Background: an optimization exercise with open tools, aiming at small area, a short achievable clock period and few clock cycles. Do not read the settings as production practice. Function was checked by simulation only, so behaviour that the tests miss may differ from the original. No activity file was given, so power comes from the tool's default toggle rates.

==> flow/design.v (excerpt) <==
module block_extent_translation_cache #(
  parameter int ENTRIES = ENTRIES_DEFAULT
) (
  input  wire logic                clk,
  input  wire logic                rst,
  input  wire logic                in_valid,
  output logic                     in_stall,
  input  wire logic [MODE_W-1:0]   mode,
  input  wire logic [BLK_W-1:0]    block_index,
  input  wire logic                create,
  input  wire logic [BLK_W-1:0]    extent_start,
  input  wire logic [BLK_W-1:0]    extent_phys,
  input  wire logic [LEN_W-1:0]    extent_count,
  input  wire logic [BLK_W-1:0]    eof_block,
  output logic                     out_valid,
  input  wire logic                out_stall,
  output logic      [STATUS_W-1:0] status,
  output logic      [BLK_W-1:0]    phys_block
);
  localparam int N     = ENTRIES;
  localparam int HI_W  = BLK_W - LEN_W;
  localparam int END_W = LEN_W + 1;
  localparam int ENT_W = 2 * BLK_W + END_W + 2;
  function automatic logic covers(input logic [BLK_W-1:0] b,
                                  input logic [HI_W-1:0]  bm1_hi,
                                  input logic             bnz,
                                  input logic [BLK_W-1:0] start,
                                  input logic [END_W-1:0] lend);
    logic lo_lt;
    logic hi_eq;
    logic hi_p1;
    lo_lt  = (b[LEN_W-1:0] < start[LEN_W-1:0]);
    hi_eq  = (b[BLK_W-1:LEN_W] == start[BLK_W-1:LEN_W]);
    hi_p1  = bnz && (bm1_hi == start[BLK_W-1:LEN_W]);
    covers = lo_lt ? (hi_p1 && ({1'b1, b[LEN_W-1:0]} < lend))
                   : (hi_eq && ({1'b0, b[LEN_W-1:0]} < lend));
  ...
Size in the first run: about 1,800 flip-flops, roughly 350 I/O pins, about 0.093 mm² of cells after synthesis.
clock: 9.0 ns
lec_check: 0
cap_margin: 20
core_margin: 2
core_utilization: 40
cts_buf_list: sky130_fd_sc_hd__clkbuf_4 sky130_fd_sc_hd__clkbuf_8
setup_slack_margin: 4.5
slew_margin: 20
run.sh (not shown) runs the stock make flow with config.mk's settings and CLKGATE_MAP_FILE= SYNTH_SCRIPT=/design/flow/synth_recipe.tcl, a recipe that flattens the netlist after the stock synthesis.
Testbench counts at the start, summed over its fixed seeds: cycles 20,032.
Next try:
Settings changed: CORE_UTILIZATION 40 to 55, CTS_BUF_LIST sky130_fd_sc_hd__clkbuf_4 sky130_fd_sc_hd__clkbuf_8 to not set, SETUP_SLACK_MARGIN 4.5 to 5.
What happened:
- hold slack gains 9.9 ps
- power rises slightly
- worst setup slack gets better by 180 ps
- wire length goes up by a few percent
- clock skew came out lower by 38 ps
- clock-buffer cell count falls by 214
- via count went up by a few percent
- design area went up by a few percent
- fmax grows by a few percent
- flip-flop and latch count stays the same
- cell count went down by a few percent

---

north:
The RTL this note starts from:
==> flow/design.v <==
`timescale 1ns / 1ps
`default_nettype none
package betc_pkg;
  localparam int ENTRIES_DEFAULT = 8;
  localparam int BLK_W    = 64;
  localparam int LEN_W    = 16;
  localparam int MODE_W   = 2;
  localparam int STATUS_W = 3;
  localparam logic [MODE_W-1:0] MODE_LOOKUP = 2'd0;
  localparam logic [MODE_W-1:0] MODE_FILL   = 2'd1;
  localparam logic [MODE_W-1:0] MODE_TRUNC  = 2'd2;
  localparam logic [STATUS_W-1:0] STATUS_MISS      = 3'd0;
  localparam logic [STATUS_W-1:0] STATUS_HIT       = 3'd1;
  localparam logic [STATUS_W-1:0] STATUS_FILLED    = 3'd2;
  localparam logic [STATUS_W-1:0] STATUS_REJECTED  = 3'd3;
  localparam logic [STATUS_W-1:0] STATUS_TRUNCATED = 3'd4;
endpackage
`default_nettype wire
`timescale 1ns / 1ps
`default_nettype none
module betc_ram #(
  parameter int WIDTH = 32,
  parameter int DEPTH = 8
) (
  input  wire logic                     clk,
  input  wire logic [DEPTH-1:0]         wr_sel,
  input  wire logic [WIDTH-1:0]         wr_data,
  output logic      [DEPTH*WIDTH-1:0]   rd_data
);
  logic [WIDTH-1:0] mem [DEPTH];
  always_ff @(posedge clk) begin
    for (int i = 0; i < DEPTH; i++) begin
      if (wr_sel[i]) begin
        mem[i] <= wr_data;
      end
    end
  end
  always_comb begin
    for (int i = 0; i < DEPTH; i++) begin
      rd_data[i*WIDTH +: WIDTH] = mem[i];
    end
  end
endmodule
`default_nettype wire
`timescale 1ns / 1ps
`default_nettype none
import betc_pkg::*;
module block_extent_translation_cache #(
  parameter int ENTRIES = ENTRIES_DEFAULT
) (
  input  wire logic                clk,
  input  wire logic                rst,
  input  wire logic                in_valid,
  output logic                     in_stall,
  input  wire logic [MODE_W-1:0]   mode,
  input  wire logic [BLK_W-1:0]    block_index,
  input  wire logic                create,
  input  wire logic [BLK_W-1:0]    extent_start,
  input  wire logic [BLK_W-1:0]    extent_phys,
  input  wire logic [LEN_W-1:0]    extent_count,
  input  wire logic [BLK_W-1:0]    eof_block,
  output logic                     out_valid,
  input  wire logic                out_stall,
  output logic      [STATUS_W-1:0] status,
  output logic      [BLK_W-1:0]    phys_block
);
  localparam int N     = ENTRIES;
  localparam int HI_W  = BLK_W - LEN_W;
  localparam int END_W = LEN_W + 1;
  localparam int ENT_W = 2 * BLK_W + END_W + 2;
  function automatic logic covers(input logic [BLK_W-1:0] b,
                                  input logic [HI_W-1:0]  bm1_hi,
                                  input logic             bnz,
                                  input logic [BLK_W-1:0] start,
                                  input logic [END_W-1:0] lend);
    logic lo_lt;
    logic hi_eq;
    logic hi_p1;
    lo_lt  = (b[LEN_W-1:0] < start[LEN_W-1:0]);
    hi_eq  = (b[BLK_W-1:LEN_W] == start[BLK_W-1:LEN_W]);
    hi_p1  = bnz && (bm1_hi == start[BLK_W-1:LEN_W]);
    covers = lo_lt ? (hi_p1 && ({1'b1, b[LEN_W-1:0]} < lend))
                   : (hi_eq && ({1'b0, b[LEN_W-1:0]} < lend));
  endfunction
  function automatic logic at_or_below(input logic [BLK_W-1:0] e,
                                       input logic [BLK_W-1:0] start);
    logic lo_le;
    logic hi_eq;
    logic hi_lt;
    lo_le = (e[LEN_W-1:0] <= start[LEN_W-1:0]);
    hi_eq = (e[BLK_W-1:LEN_W] == start[BLK_W-1:LEN_W]);
    hi_lt = (e[BLK_W-1:LEN_W] < start[BLK_W-1:LEN_W]);
    at_or_below = hi_lt || (hi_eq && lo_le);
  endfunction
  logic stall;
  logic              v1;
  logic [MODE_W-1:0] m1;
  logic              cr1;
  logic [BLK_W-1:0]  x1;
  logic [HI_W-1:0]   xm1_hi;
  logic              xnz;
  logic [BLK_W-1:0]  xs1;
  logic [BLK_W-1:0]  xp1;
  logic [END_W-1:0]  end1;
  logic              hole1;
  logic              zin1;
  logic              v2;
  logic [MODE_W-1:0] m2;
  logic              cr2;
  logic [BLK_W-1:0]  x2;
  logic              ok2;      
  logic [N-1:0]      cov2;
  logic [N-1:0]      clr2;
  logic [N-1:0]      zc2;      
  logic                v3;
  logic [STATUS_W-1:0] st3;
  logic                z3;     
  logic [BLK_W-1:0]    b3;
  logic [BLK_W-1:0]    nd3;
  logic                v4;
  logic [STATUS_W-1:0] st4;
  logic [BLK_W-1:0]    ph4;
  logic [N-1:0]       valid;
  logic [N-1:0]       mru;       
  logic [N-1:0]       victim;    
  logic [N-1:0]       wr_sel;
  logic [ENT_W-1:0]   wr_data;
  logic [N*ENT_W-1:0] tbl;
  logic [BLK_W-1:0]   e_ls  [N];
  logic [BLK_W-1:0]   e_nd  [N];
  logic [END_W-1:0]   e_end [N];
  logic [N-1:0]       e_hole;
  logic [N-1:0]       e_zin;
  logic [N-1:0]     c_cov;
  logic [N-1:0]     c_clr;
  logic [N-1:0]     c_zc;
  logic [BLK_W-1:0] c_nd;
  logic             c_ok;
  logic             c_write;
  logic [N-1:0]     cov;
  logic             hit_mru;
  logic [N-1:0]     others;
  logic [N-1:0]     first;
  logic [N-1:0]     hit_oh;
  logic             hit;
  logic [N-1:0]     sel_oh;
  logic [BLK_W-1:0] nd_sel;
  logic [N-1:0]     victim_adv;
  logic [N-1:0]     victim_next;
  logic [N-1:0]     mru_next;
  logic [N-1:0]     valid_next;
  betc_ram #(
    .WIDTH (ENT_W),
    .DEPTH (N)
  ) u_table (
    .clk     (clk),
    .wr_sel  (wr_sel),
    .wr_data (wr_data),
    .rd_data (tbl)
  );
  always_comb begin
    for (int i = 0; i < N; i++) begin
      {e_ls[i], e_nd[i], e_end[i], e_hole[i], e_zin[i]} = tbl[i*ENT_W +: ENT_W];
    end
  end
  assign stall    = v4 && out_stall;
  assign in_stall = stall;
  always_comb begin
    for (int i = 0; i < N; i++) begin
      c_cov[i] = covers(x1, xm1_hi, xnz, e_ls[i], e_end[i]);
      c_clr[i] = at_or_below(x1, e_ls[i]);
      c_zc[i]  = e_hole[i] || (e_zin[i] && (x1[LEN_W-1:0] == e_nd[i][LEN_W-1:0]));
    end
    c_nd    = xs1 - xp1;
    c_ok    = covers(x1, xm1_hi, xnz, xs1, end1);
    c_ok    = cr1 ? (!hole1 && c_ok) : (hole1 || c_ok);
    c_write = v1 && (m1 == MODE_FILL) && c_ok && !stall;
    wr_data = {xs1, c_nd, end1, hole1, zin1};
  end
  always_comb begin
    victim_adv = {victim[N-2:0], victim[N-1]};
    cov     = valid & cov2;
    hit_mru = |(cov & mru);
    others  = cov & ~mru;
    first   = others & (~others + 1'b1);
    hit_oh  = hit_mru ? mru : first;
    hit     = |cov;
    victim_next = victim;
    mru_next    = mru;
    valid_next  = valid;
    if (v2) begin
      case (m2)
        MODE_LOOKUP: begin
          if (hit) begin
            mru_next = hit_oh;
            if (!hit_mru && |(first & victim)) begin
              victim_next = victim_adv;
            end
            if (cr2 && |(hit_oh & zc2)) begin
              victim_next = hit_oh;
            end
          end
        end
        MODE_FILL: begin
          if (ok2) begin
            mru_next    = victim;
            victim_next = victim_adv;
          end
        end
        MODE_TRUNC: begin
          valid_next = valid & ~clr2;
        end
        default: ;
      endcase
    end
    wr_sel = c_write ? victim_next : '0;
    valid_next = valid_next | wr_sel;
    sel_oh = (m2 == MODE_FILL) ? victim : hit_oh;
    nd_sel = '0;
    for (int i = 0; i < N; i++) begin
      nd_sel = nd_sel | (e_nd[i] & {BLK_W{sel_oh[i]}});
    end
  end
  always_ff @(posedge clk) begin
    if (rst) begin
      v1     <= 1'b0;
      v2     <= 1'b0;
      v3     <= 1'b0;
      v4     <= 1'b0;
      valid  <= '0;
      mru    <= N'(1);
      victim <= N'(1);
    end else if (!stall) begin
      v1     <= in_valid;
      v2     <= v1;
      v3     <= v2;
      v4     <= v3;
      valid  <= valid_next;
      mru    <= mru_next;
      victim <= victim_next;
    end
  end
  always_ff @(posedge clk) begin
    if (!stall) begin
      m1  <= mode;
      cr1 <= create;
      x1  <= (mode == MODE_TRUNC) ? eof_block : block_index;
      xm1_hi <= block_index[BLK_W-1:LEN_W] - 1'b1;
      xnz    <= (block_index[BLK_W-1:LEN_W] != '0);
      xs1 <= extent_start;
      xp1 <= extent_phys;
      end1  <= {1'b0, extent_start[LEN_W-1:0]} + {1'b0, extent_count};
      hole1 <= (extent_phys == '0);
      zin1  <= (extent_phys[BLK_W-1:LEN_W] == '1) && (extent_phys[LEN_W-1:0] != '0)
               && ((END_W'(1) << LEN_W) - {1'b0, extent_phys[LEN_W-1:0]}
                   < {1'b0, extent_count});
      m2   <= m1;
      cr2  <= cr1;
      x2   <= x1;
      ok2  <= c_ok;
      cov2 <= c_cov;
      clr2 <= c_clr;
      zc2  <= c_zc;
      case (m2)
        MODE_LOOKUP: begin
          st3 <= hit ? STATUS_HIT : STATUS_MISS;
          z3  <= !hit || |(hit_oh & e_hole);
        end
        MODE_FILL: begin
          st3 <= ok2 ? STATUS_FILLED : STATUS_REJECTED;
          z3  <= !ok2 || |(victim & e_hole);
        end
        MODE_TRUNC: begin
          st3 <= STATUS_TRUNCATED;
          z3  <= 1'b1;
        end
        default: begin
          st3 <= STATUS_MISS;
          z3  <= 1'b1;
        end
      endcase
      b3  <= x2;
      nd3 <= nd_sel;
      st4 <= st3;
      ph4 <= z3 ? '0 : (b3 - nd3);
    end
  end
  assign out_valid  = v4;
  assign status     = st4;
  assign phys_block = ph4;
endmodule
`default_nettype wire
make LEC_CHECK=0 CAP_MARGIN=20 CORE_MARGIN=2 CORE_UTILIZATION=50 SETUP_SLACK_MARGIN=4.5 SLEW_MARGIN=20 finish   # period 9.0 ns
Testbench counts of north, summed over its fixed seeds: cycles 20,032.
### north -> south
- CORE_UTILIZATION: 50 -> 40
Results
Relative to north, count of clock-net buffers in the final layout decreased by 9 in south. NOTE: sequential fraction of design power in south falls short of that of north. Re register-to-register slack: north was higher than south. south vs north: combinational power up by a few percent. As of south, average wire length per cell after detail routing had fallen slightly compared to north. Of north and south, the run reporting the lower maximum clock skew at final layout was south.

## port drivers added, routing unchanged
In the flow no input, the clock included, has a driving cell. The finished layouts below were timed again as built, in two steps.
Step 1, drivers: a clkbuf_16 drives clk and a buf_2 each remaining input, both assumed.
Step 2 moves the port delays by t, midway between the first and last clock arrival at a register: inputs arrive t later, outputs are due t later. That takes back most of the time a late clock gives input paths.
a / b / c = no drivers / after step 1 / after step 2; a / b = the first two.
| run | shift t [ns] | setup WS [ns] | latest minus earliest clock arrival (ns) |
|---|---|---|---|
| the first run of note 1 | 1.150 | 4.505 / 4.505 / 3.574 | 0.096 / 0.095 |
| the second run of note 1 | 0.937 | 4.689 / 4.689 / 4.172 | 0.057 / 0.058 |
| north | 0.932 | 4.431 / 4.431 / 3.756 | 0.049 / 0.049 |
| south | 0.958 | 4.400 / 4.400 / 3.779 | 0.038 / 0.039 |
After both steps every run listed still meets setup and hold. The setup slack of the first run of note 1, which loses most, moves by 0.000 ns with the drivers and by -0.931 ns with both steps.
